From an optimization exercise on the open Yosys and OpenROAD flow, aimed at small area, a short achievable clock period and few clock cycles per item; shortcuts taken in it are not production practice. The RTL was checked by simulation tests, not by an equivalence proof against the original design.

==> v14: inputs <==
## hsb_to_rgb_converter
module hsb_to_rgb_converter
(
    input  logic               clk,
    input  logic               rst_n,
    input  logic               in_valid,
    output logic               in_ready,
    input  logic [HUE_W-1:0]   hue_degrees,
    input  logic [PCT_W-1:0]   saturation_pct,
    input  logic [PCT_W-1:0]   brightness_pct,
    output logic               out_valid,
    input  logic               out_ready,
    output logic [LEVEL_W-1:0] red_level,
    output logic [LEVEL_W-1:0] green_level,
    output logic [LEVEL_W-1:0] blue_level
);
==> module hsb_to_rgb_converter, before the edit <==
module hsb_to_rgb_converter
(
    input  logic               clk,
    input  logic               rst_n,
    input  logic               in_valid,
    output logic               in_ready,
    input  logic [HUE_W-1:0]   hue_degrees,
    input  logic [PCT_W-1:0]   saturation_pct,
    input  logic [PCT_W-1:0]   brightness_pct,
    output logic               out_valid,
    input  logic               out_ready,
    output logic [LEVEL_W-1:0] red_level,
    output logic [LEVEL_W-1:0] green_level,
    output logic [LEVEL_W-1:0] blue_level
);
    logic advance;
    logic s2_valid_reg;
    logic s3_valid_reg;
    logic s4_valid_reg;
    logic out_valid_reg;
    logic [RAW_W-1:0] raw_in;
    logic [6:0] f_b, f_s;
    logic [5:0] f_rp;
    logic [2:0] f_sec;
    logic [6:0] b2_reg, s2_reg;
    logic [5:0] rp2_reg;
    logic [2:0] sec2_reg;
    logic [12:0] l2_x;
    logic [13:0] l2_bc;
    logic [12:0] x3_reg;
    logic [13:0] bc3_reg;
    logic [6:0]  b3_reg;
    logic [2:0]  sec3_reg;
    logic [19:0] l3_q;
    logic [7:0]  l3_vp;
    logic [7:0]  l3_vb;
    logic [19:0] q4_reg;
    logic [7:0]  vp4_reg;
    logic [7:0]  vb4_reg;
    logic [2:0]  sec4_reg;
    logic [7:0] l4_vm;
    logic [7:0] vb_out_reg;
    logic [7:0] vm_out_reg;
    logic [7:0] vp_out_reg;
    logic [2:0] sec_out_reg;
    assign raw_in    = {hue_degrees, saturation_pct, brightness_pct};
    assign advance   = !out_valid_reg || out_ready;
    assign in_ready  = out_ready;
    assign out_valid = out_valid_reg;
    always_ff @(posedge clk or negedge rst_n)
    begin
        if (!rst_n)
        begin
            s2_valid_reg  <= 1'b0;
            s3_valid_reg  <= 1'b0;
            s4_valid_reg  <= 1'b0;
            out_valid_reg <= 1'b0;
        end
        else if (advance)
        begin
            s2_valid_reg  <= in_valid && out_ready;
            s3_valid_reg  <= s2_valid_reg;
            s4_valid_reg  <= s3_valid_reg;
            out_valid_reg <= s4_valid_reg;
        end
    end
    always_ff @(posedge clk)
    begin
        if (advance)
        begin
            b2_reg      <= f_b;
            s2_reg      <= f_s;
            rp2_reg     <= f_rp;
            sec2_reg    <= f_sec;
            x3_reg      <= l2_x;
            bc3_reg     <= l2_bc;
            b3_reg      <= b2_reg;
            sec3_reg    <= sec2_reg;
            q4_reg      <= l3_q;
            vp4_reg     <= l3_vp;
            vb4_reg     <= l3_vb;
            sec4_reg    <= sec3_reg;
            vb_out_reg  <= vb4_reg;
            vm_out_reg  <= l4_vm;
            vp_out_reg  <= vp4_reg;
            sec_out_reg <= sec4_reg;
        end
    end
    hsbrgb_front u_front
    (
        .h    (raw_in[RAW_W-1 -: HUE_W]),
        .s_in (raw_in[2*PCT_W-1 -: PCT_W]),
        .b_in (raw_in[PCT_W-1:0]),
        .b    (f_b),
        .s    (f_s),
        .rp   (f_rp),
        .sec  (f_sec)
    );
    hsbrgb_l2 u_l2
    (
        .b  (b2_reg),
        .s  (s2_reg),
        .rp (rp2_reg),
        .x  (l2_x),
        .bc (l2_bc)
    );
    hsbrgb_l3 u_l3
    (
        .b  (b3_reg),
        .x  (x3_reg),
        .bc (bc3_reg),
        .q  (l3_q),
        .vp (l3_vp),
        .vb (l3_vb)
    );
    hsbrgb_l4 u_l4
    (
        .q  (q4_reg),
        .vm (l4_vm)
    );
    hsbrgb_out u_out
    (
        .vb    (vb_out_reg),
        .vm    (vm_out_reg),
        .vp    (vp_out_reg),
        .sec   (sec_out_reg),
        .red   (red_level),
        .green (green_level),
        .blue  (blue_level)
    );
endmodule
==> flow/config.mk <==
export PLATFORM = sky130hd
export DESIGN_NAME = hsb_to_rgb_converter
export DESIGN_NICKNAME = hsb_to_rgb_converter
export VERILOG_FILES = /design/flow/design.v
export SDC_FILE = /design/flow/constraint.sdc
export NUM_CORES = 4
export LEC_CHECK = 0
export ABC_CLOCK_PERIOD_IN_PS = 3000
export CAP_MARGIN = 20
export CORE_MARGIN = 2
export CORE_UTILIZATION = 40
export CTS_BUF_LIST = sky130_fd_sc_hd__clkbuf_8
export SETUP_SLACK_MARGIN = 5
export SLEW_MARGIN = 20
==> flow/constraint.sdc <==
create_clock -name core_clock -period 10.0 [get_ports {clk}]
set_input_delay 2.0000 -clock core_clock [delete_from_list [all_inputs] [get_ports {clk}]]
set_output_delay 2.0000 -clock core_clock [all_outputs]
set_load 0.01 [all_outputs]
standard.sh (not shown) runs the stock make flow with config.mk's settings and CLKGATE_MAP_FILE= SYNTH_SCRIPT=/design/flow/synth_recipe.tcl, a recipe that flattens the netlist after the stock synthesis.
==> flow/flow/run.sh <==
#!/bin/bash
set -euo pipefail
bash standard.sh SYNTH_ARGS=-noabc SETUP_SLACK_MARGIN=5.65 "BUFFER_PORTS_ARGS=-buffer_cell sky130_fd_sc_hd__buf_2" finish > layout.log 2>&1
==> v39: changes against v14 <==
--- a/flow/design.v
+++ b/flow/design.v
@@ -754,3 +754,3 @@
     assign advance   = !out_valid_reg || out_ready;
-    assign in_ready  = out_ready;
+    assign in_ready  = advance;
     assign out_valid = out_valid_reg;
@@ -767,3 +767,3 @@
         begin
-            s2_valid_reg  <= in_valid && out_ready;
+            s2_valid_reg  <= in_valid;
             s3_valid_reg  <= s2_valid_reg;
==> flow/flow/run.sh (replaced) <==
#!/bin/bash
set -euo pipefail
bash standard.sh SYNTH_ARGS=-noabc SETUP_SLACK_MARGIN=5.7 "BUFFER_PORTS_ARGS=-buffer_cell sky130_fd_sc_hd__buf_2" finish > layout.log 2>&1
CTS_BUF_LIST = default   (was sky130_fd_sc_hd__clkbuf_8)
==> v7: changes against v14 <==
--- a/flow/design.v
+++ b/flow/design.v
@@ -754,3 +754,3 @@
     assign advance   = !out_valid_reg || out_ready;
-    assign in_ready  = out_ready;
+    assign in_ready  = advance;
     assign out_valid = out_valid_reg;
@@ -767,3 +767,3 @@
         begin
-            s2_valid_reg  <= in_valid && out_ready;
+            s2_valid_reg  <= in_valid;
             s3_valid_reg  <= s2_valid_reg;
==> flow/flow/run.sh (replaced) <==
#!/bin/bash
set -euo pipefail
bash standard.sh SYNTH_ARGS=-noabc SETUP_SLACK_MARGIN=5.55 "BUFFER_PORTS_ARGS=-buffer_cell sky130_fd_sc_hd__buf_2" finish > layout.log 2>&1
CORE_UTILIZATION = 50   (was 40)
==> notes <==
Between v39 and v7, the lower via count is in v7 (gap about 1.5%, measured against v7).
Cell count, highest first: v39, v14, v7.
In synthesized cell count, v7 and v39 do not differ.
Core utilization, lowest first: v14, v39, v7.
In clock skew, v14 and v7 hardly differ.
In v14 the wire length is lower than in v39, by 4.1%.
In v7 the global-route usage is higher than in v14, by 4.3 points.
Of v7 and v14, v7 has the higher worst hold slack (gap 2.0 ps).
v14 ran to the end with no violations. v7 completed without violations. v39 ran to the end with no violations.
Against v14, the synthesized area of v7 is higher by about 1.9%.
==> figures <==
	v39	v14	v7
Number of vias per cell	5.096	5.012	5.281
Critical Path Fanout Max	2	5	6
Run status	timing/DRC/antenna clean	timing/DRC/antenna clean	timing/DRC/antenna clean
Area share of fa/ha/maj cells after synthesis	42.37%	43.16%	42.37%
Via count of the first global-routing pass	11.70k	11.34k	11.29k
Worst-Skew Late Latency	440 ps	470 ps	450 ps
Critical path buffer and inverter count	2	0	2
Nonclk inv count	206	199	206
Highest clock rate	229.0 MHz	220.7 MHz	224.5 MHz
Summed instance area of the synthesized netlist	16580 um2	16280 um2	16580 um2
X dimension of the die	207.6 um	205.7 um	186.1 um
Worst hold path startpoint	vp4_reg[3]$_DFFE_PP_	vb4_reg[4]$_DFFE_PP_	vp4_reg[6]$_DFFE_PP_
Kind of start point of the critical path	input pin	flop	input pin
Total routing usage reported by global routing	16.57%	16.90%	21.16%
Hold Path Sink	vp_out_reg[3]$_DFFE_PP_	vb_out_reg[4]$_DFFE_PP_	vp_out_reg[6]$_DFFE_PP_
Worst setup timing slack at the placement stage	5175 ps	5082 ps	5135 ps
Length in cells of the worst reg-to-reg path	11	13	15
PostCTS Resize Cnt	42	16	13
Tap cells	532	525	442
Yosys top cell area share	30.30%	30.87%	30.30%
Area of combinational cells with multiple inputs	12390 um2	11980 um2	12140 um2
Testbench counts of v14, summed over its fixed seeds: cycles 24,024, items 24,000.
Testbench counts of v39, summed over its fixed seeds: cycles 24,024, items 24,000.
Testbench counts of v7, summed over its fixed seeds: cycles 24,024, items 24,000.

[re-timing with driven ports]
The flow's constraints put no driver on any port. The routed layouts listed below were extracted and timed again, unchanged, in two steps.
Step 1 assumes that a clkbuf_16 drives the clock port and a buf_2 every other input.
Step 2 times the ports against the registers' clock, not the clock port: input delays grow and output delays shrink by t, the midpoint of the rising clock arrivals with the driver on.
a / b / c = no drivers / after step 1 / after step 2; a / b = the first two.
run | shift t [ns] | setup WS [ns] | hold slack, ns | slew at the worst register clock pin (ns) | worst slew at a driven data input, ns
v14 | 0.506 | 5.469 / 5.469 / 5.469 | 0.411 / 0.411 / 0.411 | 0.09 / 0.09 | 0.03
v39 | 0.482 | 5.633 / 5.601 / 5.601 | 0.416 / 0.416 / 0.416 | 0.07 / 0.07 | 0.04
v7 | 0.491 | 5.546 / 5.511 / 5.459 | 0.413 / 0.413 / 0.413 | 0.09 / 0.09 | 0.04
After both steps setup and hold are still met in every run listed. For v7, which loses most, drivers alone change the setup slack by -0.035 ns; drivers and shift together by -0.087 ns.
